From an optimization exercise on the open Yosys and OpenROAD flow, aimed at small area, a short achievable clock period and few clock cycles per item; shortcuts taken in it are not production practice. Only simulation tests tie the RTL to the original design; equivalence was not proved. Power and IR drop assume default switching activity.

--- flow/constraint.sdc ---
create_clock -name core_clock -period 6.0 [get_ports {clk}]
set_input_delay 1.2000 -clock core_clock [delete_from_list [all_inputs] [get_ports {clk}]]
set_output_delay 1.2000 -clock core_clock [all_outputs]
set_load 0.01 [all_outputs]
--- flow/design.v ---
`timescale 1ns/1ps
package cvt_types_pkg;
	typedef enum logic [2:0] {
		IDLE,
		CFG_READ,      
		STORE,         
		SORT,          
		OUTPUT,        
		CLEAR_CNT      
	} cvt_state_e;
	typedef enum logic [31:0] {
		MODE_CHANNEL_MAJOR = 32'd1,    
		MODE_ROW_MAJOR     = 32'd2     
	} cvt_mode_e;
endpackage
`timescale 1ns/1ps
package cvt_cfg_pkg;
	typedef logic [31:0] cfg_field_t;
	typedef struct packed {
		logic [31:0] mode;          
		cfg_field_t ch_step;         
		cfg_field_t chpart_step;     
		cfg_field_t ch_part_num;     
	} cvt_cfg_t;
endpackage
`timescale 1ns/1ps
module cvt_top (
	input  logic                      clk,
	input  logic                      reset,
	input  logic [64-1:0] din_data,
	input  logic                      din_empty_n,
	output logic                      din_read,
	input  logic                      dout_full_n,
	output logic [64-1:0] dout_data,
	output logic                      dout_last,
	output logic                      dout_write
);
	localparam int W  = 64;
	localparam int N  = 32;    
	localparam int RP = 30;                 
	typedef struct packed {
		logic       cm;     
		logic [3:0] cs;     
		logic [3:0] ps;     
		logic       p2;     
	} cfg_t;
	typedef struct packed {
		logic        bank;
		logic [2:0]  bsel;       
		logic [31:0] addr;       
		logic [15:0] csel;       
	} bsel_t;
	function automatic logic [31:0] lane_base(input logic [3:0] cs);
		for (int k = 0; k < 8; k++) begin
			lane_base[4*k +: 4] = 4'(k * cs);
		end
	endfunction
	function automatic logic [31:0] lane_add(input logic [31:0] a, input logic [3:0] ps);
		for (int k = 0; k < 8; k++) begin
			lane_add[4*k +: 4] = a[4*k +: 4] + ps;
		end
	endfunction
	logic [5:0]   nxt;          
	logic [4:0]   ph;           
	logic [4:0]   in_base;      
	logic [5:0]   in_cnt;       
	logic         in_full;      
	logic         a_cm;         
	logic         ld_hit;       
	logic         load;         
	logic         take;
	logic         ins;          
	logic         ins0;         
	logic         tl;           
	logic         w0_ok;
	logic         ow_ok;
	logic         rd_if_take;
	logic         rd_if_not;
	logic [4:0]   slot_head;    
	logic [4:0]   slot_want;    
	logic [5:0]   nxt_w;
	logic [W-1:0] ring [N];
	cfg_t         cfg_in;
	cfg_t         cfg_a;
	cfg_t         cfg_b;
	cfg_t         cfg_ld;
	logic         rd_active;
	logic [4:0]   rd_base;
	logic [4:0]   rd_ph;        
	logic [5:0]   rd_cnt;       
	logic         rd_is_in;     
	logic         rm_pend;      
	logic         rd_hit;       
	logic         rd_avail;     
	logic [5:0]   lead;         
	logic         rd_go;
	logic         pickup;
	logic [4:0]   ow_word;      
	logic [4:0]   ph1;          
	logic [4:0]   rd_ph0;       
	logic [5:0]   rd_cnt1;      
	logic [5:0]   in_cnt_n;     
	logic         din_is1;      
	logic         din_is2;      
	logic         tk_c0_q;      
	logic         tk_c1_q;      
	logic         b_full;
	logic [4:0]   e;
	logic         out_rdy;
	logic         s_adv;
	logic         issue;
	assign take  = din_read & din_empty_n;
	assign ph1      = ph + 5'd1;
	assign rd_ph0   = in_base + 5'd31;    
	assign rd_cnt1  = rd_cnt + 6'd1;
	assign in_cnt_n = in_cnt + {5'd0, ins};
	assign ins   = take & (nxt >= 6'd2);
	assign ins0  = take & (nxt == 6'd2);
	assign tl    = take & (nxt == 6'd33);
	assign slot_head = ph1;
	assign nxt_w     = nxt - 6'd2;
	assign slot_want = in_base + nxt_w[4:0];
	assign ow_word   = slot_head - rd_base;
	assign ow_ok   = ~rd_active | rd_is_in | ({1'b0, ow_word} < rd_cnt)
		| (({1'b0, ow_word} == rd_cnt) & rd_go);
	assign w0_ok   = (~a_cm | load) & ~rm_pend & ow_ok;
	always_comb begin
		if (nxt < 6'd2) begin
			rd_if_not = 1'b1;
		end else if (nxt == 6'd2) begin
			rd_if_not = w0_ok;
		end else begin
			rd_if_not = ow_ok & (slot_head == slot_want);
		end
		if (nxt == 6'd1) begin
			rd_if_take = w0_ok;
		end else if ((nxt >= 6'd2) && (nxt <= 6'd32)) begin
			rd_if_take = ow_ok;
		end else begin
			rd_if_take = 1'b1;
		end
	end
	always_ff @(posedge clk or posedge reset) begin
		if (reset) begin
			din_read <= 1'b0;
			nxt      <= '0;
			ph       <= '0;
			in_base  <= '0;
			in_cnt   <= '0;
			tk_c0_q  <= 1'b0;
			tk_c1_q  <= 1'b0;
			in_full  <= 1'b0;
			a_cm     <= 1'b0;
			ld_hit   <= 1'b0;
		end else begin
			din_read <= take ? rd_if_take : rd_if_not;
			if (take) nxt <= (nxt == 6'd33) ? 6'd0 : nxt + 6'd1;
			ph       <= ph + 5'd1;
			if (ins0) in_base <= ph;
			if (ins)  in_cnt  <= nxt - 6'd1;
			tk_c0_q <= take & (nxt == 6'd0);
			tk_c1_q <= take & (nxt == 6'd1);
			if (ins0) begin
				in_full <= 1'b0;
			end else if (tl) begin
				in_full <= 1'b1;
			end
			if (load) begin
				a_cm <= 1'b0;
			end else if (take & (nxt == 6'd2) & cfg_in.cm) begin
				a_cm <= 1'b1;
			end
			ld_hit <= (ph1 == in_base);
		end
	end
	always_ff @(posedge clk) begin
		din_is1 <= (din_data[W-1 -: 32] == 32'd1);
		din_is2 <= (din_data[31:0] == 32'd2);
		if (take & (nxt == 6'd0)) cfg_in.cs <= din_data[3:0];
		if (take & (nxt == 6'd1)) cfg_in.ps <= din_data[35:32];
		if (tk_c0_q) cfg_in.cm <= din_is1;
		if (tk_c1_q) cfg_in.p2 <= din_is2;
		if (tl) cfg_a <= cfg_in;
		if (load) cfg_b <= cfg_ld;
	end
	always_ff @(posedge clk) begin
		ring[0] <= ins ? din_data : ring[N-1];
		for (int p = 1; p < N; p++) begin
			ring[p] <= ring[p-1];
		end
	end
	assign rd_avail = ~rd_is_in | (lead != 6'd0);
	assign rd_go    = rd_active & s_adv & ~b_full & rd_hit & rd_avail;
	assign pickup = ~rd_active & rm_pend;
	always_ff @(posedge clk or posedge reset) begin
		if (reset) begin
			rd_active <= 1'b0;
			rd_base   <= '0;
			rd_ph     <= '0;
			rd_cnt    <= '0;
			rd_is_in  <= 1'b0;
			rm_pend   <= 1'b0;
			rd_hit    <= 1'b0;
			lead      <= '0;
		end else begin
			if (pickup) begin
				rd_active <= 1'b1;
				rd_base   <= in_base;
				rd_ph     <= rd_ph0;
				rd_cnt    <= '0;
				rd_is_in  <= ~in_full & ~tl;
				rm_pend   <= 1'b0;
				rd_hit    <= (ph1 == rd_ph0);
				lead      <= in_cnt_n;
			end else begin
				if (ins0 & ~cfg_in.cm) rm_pend <= 1'b1;
				if (tl) rd_is_in <= 1'b0;
				if (rd_go) begin
					rd_ph  <= rd_ph + 5'd1;
					rd_cnt <= rd_cnt1;
					if (rd_cnt == 6'd31) rd_active <= 1'b0;
					rd_hit   <= (ph == rd_ph);
				end else begin
					rd_hit   <= (ph1 == rd_ph);
				end
				lead <= lead + {5'd0, ins} - {5'd0, rd_go};
			end
		end
	end
	logic [W-1:0] bmem [N];
	logic [7:0]   bbyte [N][8];    
	bsel_t        nb;           
	bsel_t        nb_n;
	logic [4:0]   e1;
	logic [31:0]  kc0;          
	logic [31:0]  kc1;          
	logic [7:0]   colb [16];    
	logic         s_vld;
	logic         s_last;
	logic [7:0]   s_colb [16];
	logic [15:0]  s_lsel [8];   
	assign load   = a_cm & ld_hit & in_full & ~b_full;
	assign cfg_ld = cfg_a;
	always_ff @(posedge clk) begin
		if (load) begin
			for (int j = 0; j < N; j++) begin
				bmem[j] <= ring[N-1-j];
			end
		end
	end
	assign out_rdy = ~dout_write | dout_full_n;
	assign s_adv   = ~s_vld | out_rdy;
	assign issue   = s_adv & b_full;
	assign e1 = e + 5'd1;
	always_comb begin
		logic part;
		logic col;
		part = 1'b0;
		col  = 1'b0;
		if (load) begin
			nb_n.bank = 1'b0;
			nb_n.bsel = 3'd0;
			nb_n.addr = lane_base(cfg_ld.cs);
			nb_n.csel = 16'd1;
		end else begin
			if (cfg_b.p2) begin
				part      = e1[0];
				nb_n.bank = e1[1];
				nb_n.bsel = e1[4:2];
				col       = 1'b0;
			end else begin
				part      = 1'b0;
				nb_n.bank = e1[0];
				nb_n.bsel = e1[3:1];
				col       = e1[4];
			end
			for (int k = 0; k < 8; k++) begin
				nb_n.addr[4*k +: 4] = (part ? kc1[4*k +: 4] : kc0[4*k +: 4]) + {3'd0, col};
			end
			nb_n.csel = 16'd1 << {nb_n.bank, nb_n.bsel};
		end
	end
	always_comb begin
		for (int j = 0; j < N; j++) begin
			for (int b = 0; b < 8; b++) bbyte[j][b] = bmem[j][W-1 - 8*b -: 8];
		end
		for (int a = 0; a < 16; a++) begin
			colb[a] = '0;
			for (int c = 0; c < 16; c++) begin
				colb[a] = colb[a] | ({8{nb.csel[c]}} & bbyte[{c[3], 4'(a)}][c[2:0]]);
			end
		end
	end
	always_ff @(posedge clk or posedge reset) begin
		if (reset) begin
			b_full <= 1'b0;
			e      <= '0;
			s_vld  <= 1'b0;
			s_last <= 1'b0;
		end else begin
			if (load) begin
				b_full <= 1'b1;
				e      <= '0;
			end else if (issue) begin
				e <= e + 5'd1;
				if (e == 5'd31) b_full <= 1'b0;    
			end
			if (issue) begin
				s_vld  <= 1'b1;
				s_last <= (e == 5'd31);
			end else if (rd_go) begin
				s_vld  <= 1'b1;
				s_last <= (rd_cnt == 6'd31);
			end else if (s_adv) begin
				s_vld  <= 1'b0;
			end
		end
	end
	always_ff @(posedge clk or posedge reset) begin
		if (reset) begin
			nb <= '0;
		end else if (load | issue) begin
			nb <= nb_n;
		end
	end
	always_ff @(posedge clk) begin
		if (load) begin
			kc0 <= lane_base(cfg_ld.cs);
			kc1 <= lane_add(lane_base(cfg_ld.cs), cfg_ld.ps);
		end
		if (issue) begin
			for (int a = 0; a < 16; a++) s_colb[a] <= colb[a];
			for (int k = 0; k < 8; k++) s_lsel[k] <= 16'd1 << nb.addr[4*k +: 4];
		end else if (rd_go) begin
			for (int a = 0; a < 8; a++) s_colb[a] <= ring[RP][W-1 - 8*a -: 8];
			for (int k = 0; k < 8; k++) s_lsel[k] <= 16'd1 << k;
		end
	end
	logic [W-1:0] g_cm;
	always_comb begin
		for (int k = 0; k < 8; k++) begin
			g_cm[W-1 - 8*k -: 8] = '0;
			for (int a = 0; a < 16; a++) begin
				g_cm[W-1 - 8*k -: 8] = g_cm[W-1 - 8*k -: 8] | ({8{s_lsel[k][a]}} & s_colb[a]);
			end
		end
	end
	always_ff @(posedge clk or posedge reset) begin
		if (reset) begin
			dout_write <= 1'b0;
			dout_last  <= 1'b0;
		end else if (out_rdy) begin
			dout_write <= s_vld;
			dout_last  <= s_last;
		end
	end
	always_ff @(posedge clk or posedge reset) begin
		if (reset) begin
			dout_data <= '0;
		end else if (out_rdy & s_vld) begin
			dout_data <= g_cm;
		end
	end
endmodule
--- flow/config.mk ---
export PLATFORM = sky130hd
export DESIGN_NAME = cvt_top
export DESIGN_NICKNAME = cvt_top
export VERILOG_FILES = /design/flow/design.v
export SDC_FILE = /design/flow/constraint.sdc
export NUM_CORES = 4
export LEC_CHECK = 0
export ABC_CLOCK_PERIOD_IN_PS = 2700
export CAP_MARGIN = 20
export CORE_MARGIN = 2
export CORE_UTILIZATION = 60
export CTS_CLUSTER_DIAMETER = 70
export CTS_CLUSTER_SIZE = 25
export SETUP_SLACK_MARGIN = 3.3
export SLEW_MARGIN = 20
export TNS_END_PERCENT = 20
--- flow/run.sh ---
#!/bin/bash
# synth_recipe.tcl (not shown) runs the flow's synth.tcl, then flattens the netlist and writes it again
# the make line also repeats each setting of config.mk as NAME=value (left out here)
make -C /OpenROAD-flow-scripts/flow DESIGN_CONFIG=/design/flow/config.mk WORK_HOME=/design/flow/orfs CLKGATE_MAP_FILE= SYNTH_SCRIPT=/design/flow/synth_recipe.tcl finish
==> results.cfg, run 1 <==
[sta]
setup_viol = 0
finalMaxSlewViolations = 0
rsz0062_at_grt = yes
period_minus_slack_ns = 2.88
tightest_slew_ns = 1.30
finalCritPeriodShare_pct = 48.0
fin_setup_tns_ns = 0
fmax_ghz = 0.347
setup_slack_ns = 3.12
hold_violations = 0
holdWs_ns = 0.334
fin_skew_ns = 0.0489
maxSlewHeadroom_pct = 13.1

[worst_setup_path]
r2r_end = s_colb[9][7]
r2r_cells = 4
reg2reg_from = nb[2]
crit_slowest_cell = dfrtp_4
cp-end-kind = flip-flop
ff2ff_setup_slack_ns = 3.12
cp.arrival_ns = 3.34
start_kind = flip-flop
worstPathCellList = buf_12 > a22o_1 > a221oi_1 > nand4_1
cp_data_required_time_ns = 6.46
critPathMaxFanout = 58
criticalPathCategory = reg2reg
cpPeakStageDelay_ns = 0.71

[die]
die_x_microns = 487
coreArea_sq_mm = 0.232
initial_core_util_pct = 60.2
dieHeight_microns = 487
ios = 135
design.die.area_sq_mm = 0.237
std_cell_rows = 177

[yosys]
yosysMostFrequentCell = edfxtp_1
synthesis.nets = 8267
netlist_top_cells_count = 2357 x edfxtp_1, 2050 x dfxtp_1, 625 x a22oi_1
ys_seq_elements = 4573
async_reset_ff_share_pct = 3.63
netlist.area_leader.share_pct = 50.6
synth_edf_count = 2357
synth_warnings = 7
synth_cells = 8134
avgSynthCellArea_sq_um = 17.2
synth_area_sq_mm = 0.140
synth_area_leader_cell = edfxtp_1
synth.yosys.seq_area_share_pct = 83.0
synth.area.top_cells = edfxtp_1 51%, dfxtp_1 29%, a22oi_1 3.4%
synth_cell_types = 62
synth_ff_type = edfxtp_1

[routing]
via_count = 75800
viasPerCell = 6.69
route.detailed.drc = 0
first_iter_violations = 11700
wl_per_cell_microns = 36.7
firstDrtPassIters = 17
ant_nets = 0
routed_wl_microns = 416000

[final_layout]
layout.cells.non_filler = 11300
synthToLayoutAreaGrowth_pct = 8.47
fin_util_pct = 65.3
final_nets = 8225
drive_gt1_share_pct = 7.48
fill_cells = 16000

[global_routing]
grt_max_degree = 152
grt_usage_pct = 34.8
grt_pass1_vias = 71600
antenna_found_initial = 47
grt.overflow.total = 0
grt_pass1_wl_microns = 570000

[clocking]
postCtsHoldBufs = 0
clockRootBuffer = clkbuf_16
clock_path_buffers = 3
clkLatencyLatePin_ns = 0.89
clkTransAtPathRegs_ns = 0.10
htreeDepth = 4
cts_made_buffers = 211
cts_tree = built
clock-sinks = 4573

[min_path]
hold_start = ring[18][51]
hold_path.class = reg2reg
min_delay_path_depth = 0
hold_end = ring[19][51]

[placed_design]
place_hpwl_microns = 263000
placedCellCount = 10900
gp_congestion = 1.09
io_buffers = 134
place_ws_ns = 1.31

[run]
cap_violations = 0

[power_and_ir_drop]
leakagePower_nw = 52.5
powerDensity_mw_per_mm2 = 410
ir_drop_uv = 346

[outcome]
outcome = timing/DRC/antenna clean
cells by family after synthesis:
kind of cell	share of synthesized area (%)
flops	83.0
compound gates	10.3
simple gates	3.04
buf+inv	1.71
xor+xnor	0.602
mux	0.738
fa+ha+maj	0.630
layer usage:
metal  wire, microns  vias to the layer above  part of all wire [%]  global-route usage, %
met5             526                        -                  0.13                  0.286
met1          173000                    39200                    41                   50.9
met4           18800                       55                   4.5                   12.3
met2          176000                     4444                    42                   49.6
met3           48100                     1000                    12                   10.5
li1                -                    31100                     -                      -
cell usage in the layout, fill, tap and decap left out, drive strengths merged, types with 10 or more instances in the layout:
cell | synthesis | final
a21oi | 32 | 32
a221oi | 461 | 461
a22o | 474 | 474
a22oi | 625 | 625
a41oi | 25 | 25
and3 | 31 | 31
buf | 95 | 189
clkbuf | 464 | 371
clkdlybuf4s50 | 0 | 66
clkinv | 1 | 16
dfrtp | 166 | 166
dfxtp | 2050 | 2050
diode | 0 | 13
dlygate4sd2 | 0 | 34
edfxtp | 2357 | 2357
ha | 56 | 56
inv | 53 | 72
mux2 | 73 | 73
mux2i | 10 | 10
nand2 | 215 | 218
nand2b | 23 | 23
nand3 | 155 | 155
nand4 | 151 | 151
nor2 | 233 | 233
nor3 | 40 | 40
nor4 | 15 | 15
o21ai | 146 | 146
xnor2 | 58 | 58
xor2 | 38 | 38
cell type report:
type | count | area [sq um] | area share (%)
Inverter | 54 | 236 | 0.156
Sequential cell | 4573 | 116000 | 76.6
Tap cell | 3043 | 3810 | 2.51
Clock buffer | 363 | 5970 | 3.94
Timing Repair Buffer | 299 | 3140 | 2.07
Clock inverter | 34 | 593 | 0.391
Timing Repair inverter | 2 | 17.5 | 0.0116
Antenna cell | 13 | 32.5 | 0.0215
Multi-Input combinational cell | 2951 | 21700 | 14.3
metrics by stage:
step / cell area, sq um / total power [W]
after floorplan: 140000 / 0.0423
after global placement: 144000 / 0.0458
after detailed placement: 144000 / 0.0458
after CTS: 151000 / 0.0620
after global routing: 152000 / 0.0639
final: 152000 / 0.0622
sequential cells by signal, summed over array words and instances, names as in the netlist, 9 cells and up:
register / flops
kc0: 11
s_lsel: 128
dout_data: 64
bmem: 2048
nb: 38
cfg_a: 9
cfg_in: 10
s_colb: 128
ring: 2048
kc1: 22
report_power, final:
group | internal (W) | switching (W)
Clock | 0.00707 | 0.00950
Sequential | 0.0380 | 0.00388
Combinational | 0.00158 | 0.00210
critical path: cells and delay by family (launching register included):
family          cells  cell delay (ns)
compound gates      2             0.68
simple gates        1             0.55
buf+inv             1             0.31
flops               1             0.71
worst max path at each step:
stage	startpoint	endpoint	slack [ns]	depth (start not counted)
floorplan	b_full	nb[22]	-0.59	5
global placement	dout_full_n	lead[4]	1.19	16
detailed placement	dout_full_n	s_colb[3][5]	1.31	6
CTS	dout_data[58]	dout_data[58]	3.10	1
global route	dout_data[9]	dout_data[9]	3.15	1
finish	nb[2]	s_colb[9][7]	3.12	4
timing repair:
item | in CTS | in global routing
endpoints found under the setup margin | 1471 | 1158
cloned | 6 | 3
setup buffers | 24 | 9
resized for setup | 237 | 58
pin swaps | 22 | 20
Testbench counts, summed over its fixed seeds: cycles 3,550, frames 96.
==> run 2: changes to the inputs <==
--- a/flow/design.v
+++ b/flow/design.v
@@ -66,8 +66,10 @@
 	logic [5:0]   in_cnt;       
 	logic         in_full;      
 	logic         a_cm;         
-	logic         ld_hit;       
 	logic         load;         
+	logic         a_cm_n;
+	logic         in_full_n;
+	logic         b_full_n;
 	logic         take;
 	logic         ins;          
 	logic         ins0;         
@@ -151,7 +153,7 @@
 			tk_c1_q  <= 1'b0;
 			in_full  <= 1'b0;
 			a_cm     <= 1'b0;
-			ld_hit   <= 1'b0;
+			load     <= 1'b0;
 		end else begin
 			din_read <= take ? rd_if_take : rd_if_not;
 			if (take) nxt <= (nxt == 6'd33) ? 6'd0 : nxt + 6'd1;
@@ -160,17 +162,9 @@
 			if (ins)  in_cnt  <= nxt - 6'd1;
 			tk_c0_q <= take & (nxt == 6'd0);
 			tk_c1_q <= take & (nxt == 6'd1);
-			if (ins0) begin
-				in_full <= 1'b0;
-			end else if (tl) begin
-				in_full <= 1'b1;
-			end
-			if (load) begin
-				a_cm <= 1'b0;
-			end else if (take & (nxt == 6'd2) & cfg_in.cm) begin
-				a_cm <= 1'b1;
-			end
-			ld_hit <= (ph1 == in_base);
+			in_full  <= in_full_n;
+			a_cm     <= a_cm_n;
+			load     <= a_cm_n & in_full_n & (ph1 == in_base) & ~b_full_n;
 		end
 	end
 	always_ff @(posedge clk) begin
@@ -238,8 +232,10 @@
 	logic         s_vld;
 	logic         s_last;
 	logic [7:0]   s_colb [16];
-	logic [15:0]  s_lsel [8];   
-	assign load   = a_cm & ld_hit & in_full & ~b_full;
+	logic [31:0]  s_addr;
+	assign in_full_n = ins0 ? 1'b0 : (tl ? 1'b1 : in_full);
+	assign a_cm_n    = load ? 1'b0 : ((take & (nxt == 6'd2) & cfg_in.cm) ? 1'b1 : a_cm);
+	assign b_full_n  = load ? 1'b1 : ((issue & (e == 5'd31)) ? 1'b0 : b_full);
 	assign cfg_ld = cfg_a;
 	always_ff @(posedge clk) begin
 		if (load) begin
@@ -298,12 +294,11 @@
 			s_vld  <= 1'b0;
 			s_last <= 1'b0;
 		end else begin
+			b_full <= b_full_n;    
 			if (load) begin
-				b_full <= 1'b1;
-				e      <= '0;
+				e <= '0;
 			end else if (issue) begin
 				e <= e + 5'd1;
-				if (e == 5'd31) b_full <= 1'b0;    
 			end
 			if (issue) begin
 				s_vld  <= 1'b1;
@@ -316,33 +311,24 @@
 			end
 		end
 	end
-	always_ff @(posedge clk or posedge reset) begin
-		if (reset) begin
-			nb <= '0;
-		end else if (load | issue) begin
-			nb <= nb_n;
-		end
-	end
 	always_ff @(posedge clk) begin
+		if (load | issue) nb <= nb_n;
 		if (load) begin
 			kc0 <= lane_base(cfg_ld.cs);
 			kc1 <= lane_add(lane_base(cfg_ld.cs), cfg_ld.ps);
 		end
 		if (issue) begin
 			for (int a = 0; a < 16; a++) s_colb[a] <= colb[a];
-			for (int k = 0; k < 8; k++) s_lsel[k] <= 16'd1 << nb.addr[4*k +: 4];
+			s_addr <= nb.addr;
 		end else if (rd_go) begin
 			for (int a = 0; a < 8; a++) s_colb[a] <= ring[RP][W-1 - 8*a -: 8];
-			for (int k = 0; k < 8; k++) s_lsel[k] <= 16'd1 << k;
+			s_addr <= 32'h7654_3210;
 		end
 	end
 	logic [W-1:0] g_cm;
 	always_comb begin
 		for (int k = 0; k < 8; k++) begin
-			g_cm[W-1 - 8*k -: 8] = '0;
-			for (int a = 0; a < 16; a++) begin
-				g_cm[W-1 - 8*k -: 8] = g_cm[W-1 - 8*k -: 8] | ({8{s_lsel[k][a]}} & s_colb[a]);
-			end
+			g_cm[W-1 - 8*k -: 8] = s_colb[s_addr[4*k +: 4]];
 		end
 	end
 	always_ff @(posedge clk or posedge reset) begin
==> results.cfg, run 2 <==
[final_layout]
largestRegisters = bmem: 2048 flops, ring: 2048 flops, s_colb: 128 flops
drive_gt1_share_pct = 9.11
fin_util_pct = 65.9
final_cell_mix = 2289 x edfxtp_1, 2050 x dfxtp_1, 516 x nand2_1
fill_cells = 16100
synthToLayoutAreaGrowth_pct = 9.42
final_nets = 8836
stdcell_area_sq_mm = 0.153
final_common_cell = edfxtp_1

[yosys]
synth.yosys.seq_area_share_pct = 80.9
yosysMostFrequentCell = edfxtp_1
netlist.area_leader.share_pct = 49.2
synth_cell_types = 79
async_reset_ff_share_pct = 2.87
synth_edf_count = 2289
avgSynthCellArea_sq_um = 16.3
synth_cells = 8556
synth.area.top_cells = edfxtp_1 49%, dfxtp_1 29%, a221oi_1 2.5%
synthesis.nets = 8689
netlist_top_cells_count = 2289 x edfxtp_1, 2050 x dfxtp_1, 523 x nand2_1
synth_area_leader_cell = edfxtp_1
ys_seq_elements = 4467
synth_warnings = 6
synth_area_sq_mm = 0.140
synth_ff_type = edfxtp_1

[worst_setup_path]
cp-startpoint = s_addr[21]
start_kind = flip-flop
critPathMaxFanout = 13
cpPeakStageDelay_ns = 0.59
crit_slowest_cell = a211oi_2
cp.arrival_ns = 3.69
critical-path-top-delay-family = compound AO/OA/AOI/OAI gates
cp_data_required_time_ns = 6.76
reg2reg_from = s_addr[21]
crit_buf_inv = 2
worstPathCellList = clkinvlp_4 > buf_4 > and2_1 > o21ai_0 > o221ai_1 > a211oi_2 > o21ai_0
cpMostUsedCell = o21ai_0
cp-end-kind = flip-flop
criticalPathCategory = reg2reg

[sta]
setup_viol = 0
finalMaxSlewViolations = 0
maxSlewHeadroom_pct = 22.3
finalCritPeriodShare_pct = 48.9
setup_slack_ns = 3.07
fin_skew_ns = 0.0806
rsz0062_at_grt = yes
fmax_ghz = 0.341
hold_violations = 0
tightest_slew_ns = 1.16
period_minus_slack_ns = 2.93
fin_setup_tns_ns = 0

[outcome]
outcome = timing/DRC/antenna clean

[min_path]
hold_start = ring[10][35]
hold_path.class = reg2reg

[run]
cap_violations = 0

[routing]
viasPerCell = 6.53
route.detailed.drc = 0
ant_nets = 0
via_count = 78000
first_iter_violations = 10200
routed_wl_microns = 419000
wl_per_cell_microns = 35.0
firstDrtPassIters = 8

[global_routing]
grt_pass1_vias = 74900
grt.overflow.total = 0
grt_max_degree = 172
grt_usage_pct = 34.9
grt_pass1_wl_microns = 579000
antenna_found_initial = 27

[die]
ios = 135
design.die.area_sq_mm = 0.237
initial_core_util_pct = 60.2
coreArea_sq_mm = 0.232
die_x_microns = 487
dieHeight_microns = 487
std_cell_rows = 177

[power_and_ir_drop]
ir_drop_uv = 612
powerDensity_mw_per_mm2 = 532
leakagePower_nw = 53.7

[placed_design]
placed_cell_area_sq_mm = 0.145
place_ws_ns = 1.86
place_hpwl_microns = 271000
io_buffers = 134
gp_congestion = 1.04

[clocking]
cts_tree = built
clkTransAtPathRegs_ns = 0.10
htreeDepth = 4
cts_made_buffers = 207
clock_path_buffers = 3
postCtsHoldBufs = 0
clockRootBuffer = clkbuf_16
clkLatencyLatePin_ns = 0.93
clock-sinks = 4467
run 2: cell type report:
cell class | count | area (sq um) | share of cell area, %
multi-input combinational | 3522 | 24900 | 16.3
clock inverter | 36 | 688 | 0.450
timing repair inverter | 2 | 17.5 | 0.0115
tap | 3043 | 3810 | 2.49
inverter | 90 | 379 | 0.248
timing repair buffer | 413 | 4180 | 2.73
antenna | 24 | 60.1 | 0.0393
sequential | 4467 | 113000 | 73.9
clock buffer | 354 | 5840 | 3.82
run 2: worst paths after layout:
check,endpoint,cells after the start,slack (ns)
worst min register to register,ring[11][35],0,0.30
worst max-delay path,dout_data[54],7,3.07
min in group asynchronous,rd_cnt[3],2,0.84
worst min-delay path,ring[11][35],0,0.30
worst max register to register,dout_data[54],7,3.07
max in group asynchronous,load,3,4.09
run 2: logic make-up (layout without fill, tap and decap cells):
| group | after synthesis | in the layout | synth area share (%) |
|---|---|---|---|
| buffers and inverters | 567 | 895 | 1.66 |
| other | 0 | 24 | 0 |
| adders and majority gates | 65 | 65 | 0.631 |
| AOI/OAI and AO/OA | 1886 | 1886 | 10.3 |
| muxes | 191 | 191 | 1.61 |
| xor gates and xnor gates | 106 | 106 | 0.665 |
| and+or+nand+nor | 1274 | 1274 | 4.31 |
| DFF | 4467 | 4467 | 80.9 |
run 2: report_power, final:
group | internal [W] | leakage [nW] | switching, W
combinational | 0.00710 | 11.3 | 0.0153
clock | 0.00691 | 3.07 | 0.00933
sequential | 0.0378 | 39.4 | 0.00494
total | 0.0518 | 53.7 | 0.0295
run 2: metal layers:
layer	vias to the layer above	routed length (microns)	global-route usage, %
li1	32900	-	-
met1	40400	171000	49.2
met2	3962	187000	52.6
met3	767	40200	8.43
met4	10	20100	14.2
met5	-	73	0
run 2: worst register-to-register path: stages, from the launching register on:
cell and delay, ns:
edfxtp_1 0.50, clkinvlp_4 0.50, buf_4 0.35, and2_1 0.34, o21ai_0 0.17, o221ai_1 0.15
a211oi_2 0.59, o21ai_0 0.19
run 2: what timing repair did:
item | 4_1_cts | 5_1_grt
pin swaps | 12 | 3
cloned | 3 | 0
endpoints found under the setup margin | 1012 | 1005
setup buffers | 75 | 7
resized for setup | 458 | 33
run 2: through the flow:
| stage | hold slack [ns] | total power (W) | instances |
|---|---|---|---|
| final | 0.299 | 0.0813 | 12000 |
| after global routing | 0.297 | 0.0834 | 11900 |
| after CTS | 0.279 | 0.0804 | 11900 |
| after detailed placement | 0.333 | 0.0636 | 11500 |
| after global placement | 0.329 | 0.0635 | 11500 |
| after floorplan | 0.327 | 0.0515 | 8556 |
Testbench counts of run 2, summed over its fixed seeds: cycles 3,550, frames 96.
==> run 3: changes to the inputs <==
--- a/flow/design.v
+++ b/flow/design.v
@@ -311,18 +311,28 @@
 			end
 		end
 	end
+	always_ff @(posedge clk or posedge reset) begin
+		if (reset) begin
+			nb     <= '0;
+			s_addr <= '0;
+		end else begin
+			if (load | issue) nb <= nb_n;
+			if (issue) begin
+				s_addr <= nb.addr;
+			end else if (rd_go) begin
+				s_addr <= 32'h7654_3210;
+			end
+		end
+	end
 	always_ff @(posedge clk) begin
-		if (load | issue) nb <= nb_n;
 		if (load) begin
 			kc0 <= lane_base(cfg_ld.cs);
 			kc1 <= lane_add(lane_base(cfg_ld.cs), cfg_ld.ps);
 		end
 		if (issue) begin
 			for (int a = 0; a < 16; a++) s_colb[a] <= colb[a];
-			s_addr <= nb.addr;
 		end else if (rd_go) begin
 			for (int a = 0; a < 8; a++) s_colb[a] <= ring[RP][W-1 - 8*a -: 8];
-			s_addr <= 32'h7654_3210;
 		end
 	end
 	logic [W-1:0] g_cm;
==> results.cfg, run 3 <==
[worst_setup_path]
ff2ff_setup_slack_ns = 3.13
cp-startpoint = s_addr[24]
cp_data_required_time_ns = 6.85
r2r_cells = 7
reg2reg_from = s_addr[24]
start_kind = flip-flop
r2r_end = dout_data[11]
cpPeakStageDelay_ns = 0.56
worstPathCellList = buf_12 > buf_8 > nand2b_2 > nor2_2 > a32oi_1 > o211ai_1 > a22o_1
critPathMaxFanout = 41
criticalPathCategory = reg2reg
cp-end-kind = flip-flop
crit_slowest_cell = dfrtp_4
cp.arrival_ns = 3.72

[yosys]
synthesis.nets = 8743
synth_fa_ha_area_share_pct = 0.630
synth.area.top_cells = edfxtp_1 48%, dfxtp_1 29%, dfrtp_1 3.4%
ys_seq_elements = 4467
synthXorXnorAreaFrac_pct = 0.625
async_reset_ff_share_pct = 4.21
synth-compound-area-share_pct = 11.0
muxShareOfSynthArea_pct = 1.28
synth_ff_type = edfxtp_1
synth_top_family_by_area = compound AO/OA/AOI/OAI gates
synth_cell_types = 84
synth_cells = 8610
synthSimpleGateAreaFrac_pct = 4.16
synth.yosys.seq_area_share_pct = 80.6
avgSynthCellArea_sq_um = 16.2
synth_area_sq_mm = 0.140
netlist_top_cells_count = 2229 x edfxtp_1, 2050 x dfxtp_1, 497 x nand2_1
yosysMostFrequentCell = edfxtp_1
netlist.area_leader.share_pct = 47.9
synth_area_leader_cell = edfxtp_1
synth_edf_count = 2229
synth_warnings = 6

[placed_design]
io_buffers = 134
place_hpwl_microns = 272000
gp_congestion = 1.08

[clocking]
htreeDepth = 4
clock_path_buffers = 3
clkTransAtPathRegs_ns = 0.10
cts_tree = built
clock-sinks = 4467
postCtsHoldBufs = 0
clockRootBuffer = clkbuf_16
clkLatencyLatePin_ns = 0.93
cts_made_buffers = 207

[power_and_ir_drop]
p_sw_share_pct = 37.1
leakagePower_nw = 53.4
power_w = 0.0773
p_int_w = 0.0487
seqPwrFrac_pct = 49.3
powerDensity_mw_per_mm2 = 504
p_comb_share_pct = 29.7
pwr-share-clk_pct = 21.0
p_switching_w = 0.0287
ir_drop_uv = 495

[sta]
tightest_slew_ns = 1.33
fin_setup_tns_ns = 0
rsz0062_at_grt = yes
finalCritPeriodShare_pct = 47.8
setup_viol = 0
maxSlewHeadroom_pct = 11.2
fin_skew_ns = 0.0830
hold_violations = 0
fmax_ghz = 0.349
period_minus_slack_ns = 2.87
finalMaxSlewViolations = 0

[final_layout]
largestRegisters = bmem: 2048 flops, ring: 2048 flops, s_colb: 128 flops
final_cell_mix = 2229 x edfxtp_1, 2050 x dfxtp_1, 494 x nand2_1
drive_gt1_share_pct = 9.68
synthToLayoutAreaGrowth_pct = 9.73
final_nets = 8895
fin_util_pct = 66.1
final_common_cell = edfxtp_1

[min_path]
hold_end = ring[9][28]
hold_path.class = reg2reg
min_delay_path_depth = 0
hold_start = ring[8][28]

[routing]
via_count = 79200
routed_wl_microns = 423000
route.detailed.drc = 0
viasPerCell = 6.60
ant_nets = 0
first_iter_violations = 11100
wl_per_cell_microns = 35.2
firstDrtPassIters = 8

[die]
initial_core_util_pct = 60.3
dieHeight_microns = 487
die_x_microns = 487
coreArea_sq_mm = 0.232
std_cell_rows = 177
design.die.area_sq_mm = 0.237
ios = 135

[global_routing]
grt_max_degree = 168
grt_usage_pct = 34.6
grt.overflow.total = 0
grt_pass1_wl_microns = 577000
grt_pass1_vias = 75500
antenna_found_initial = 44

[run]
cap_violations = 0

[outcome]
outcome = timing/DRC/antenna clean
## run 3: kinds of logic (layout without fill, tap and decap cells)
logic type,Yosys count,after routing
AO/OA/AOI/OAI,1989,1989
adder cells (fa/ha/maj),65,65
AND/OR/NAND/NOR,1242,1242
multiplexers,154,154
XOR/XNOR,99,99
flip-flops,4467,4467
buffers and inverters,594,923
other,0,19
## run 3: worst max-delay path: cells and delay by family, from the launching register on
| family | cells | cell delay, ns |
|---|---|---|
| AO/OA/AOI/OAI | 3 | 1.00 |
| buffers and inverters | 2 | 0.38 |
| flip-flops | 1 | 0.56 |
| AND/OR/NAND/NOR | 2 | 0.85 |
## run 3: area by class of cell
| type | count | area, sq um |
|---|---|---|
| sequential | 4467 | 113000 |
| fill | 16100 | 78600 |
| multi-input combinational | 3549 | 25300 |
| clock buffer | 349 | 5760 |
| timing repair buffer | 432 | 4540 |
| tap | 3043 | 3810 |
| clock inverter | 37 | 744 |
| inverter | 105 | 462 |
| antenna | 19 | 47.5 |
## run 3: how the worst max path moves through the flow
stage,endpoint,slack (ns),cells after the start
4_1_cts,s_colb[11][6],3.07,4
3_5_place_dp,lead[4],1.56,15
2_1_floorplan,din_read,-18.55,7
6_report,dout_data[11],3.13,7
3_3_place_gp,lead[4],1.47,15
5_1_grt,dout_data[6],3.21,1
## run 3: through the flow
stage	worst slack (ns)	area, sq um	hold slack [ns]	cells
global route	3.21	153000	0.314	12000
CTS	3.07	152000	0.291	11900
floorplan	-18.55	140000	0.327	8610
global placement	1.47	145000	0.329	11500
finish	3.13	153000	0.295	12000
detailed placement	1.56	145000	0.332	11500
## run 3: layer usage
layer	vias to the layer above	track usage [%]	share of wire (%)
met3	890	7.73	10
met5	-	0	0.052
met4	28	14.0	5.2
li1	33200	-	-
met1	40600	49.2	41
met2	4377	52.3	44
## run 3: power by group through the flow
stage | Clock, W | Combinational (W) | Sequential, W
floorplan | 0 | 0.0114 | 0.0360
global placement | 0 | 0.0202 | 0.0391
detailed placement | 0 | 0.0203 | 0.0390
CTS | 0.0164 | 0.0208 | 0.0384
global route | 0.0174 | 0.0237 | 0.0380
finish | 0.0162 | 0.0230 | 0.0381
## run 3: what timing repair did
action | 4_1_cts | 5_1_grt
gates cloned | 0 | 3
setup buffers | 40 | 84
pin swaps | 6 | 20
endpoints found under the setup margin | 1475 | 592
gates resized for setup | 471 | 84
Testbench counts of run 3, summed over its fixed seeds: cycles 3,550, frames 96.

## port drivers added, routing unchanged
How much do the figures lean on ideal ports? The routed layouts below were timed once more, with nothing changed but the port constraints. Step 1 sets driving cells, clkbuf_16 on the clock port and buf_2 on the other inputs (assumed; they add their load-dependent delay and slew). Step 2 adds t to the input delays and takes it off the output delays; t is the mean of the earliest and latest rising clock arrival at the registers after step 1. Input paths then give back, and output paths get back, about the clock's delay inside the block. a / b / c = ideal / step 1 / step 2; a / b = the first two.
run	shift t [ns]	slack for setup (ns)	worst hold slack (ns)	latest minus earliest clock arrival (ns)	slew at the worst register clock pin (ns)
run 1	0.967	3.118 / 3.110 / 2.464	0.334 / 0.334 / 0.334	0.073 / 0.072	0.11 / 0.11
run 2	0.986	3.069 / 3.069 / 2.229	0.299 / 0.299 / 0.299	0.085 / 0.086	0.10 / 0.10
run 3	0.982	3.133 / 3.133 / 2.444	0.295 / 0.295 / 0.295	0.089 / 0.089	0.10 / 0.10
After both steps setup and hold are still met in every run listed. The setup slack of run 2, which loses most, moves by 0.000 ns with the drivers and by -0.840 ns with both steps.
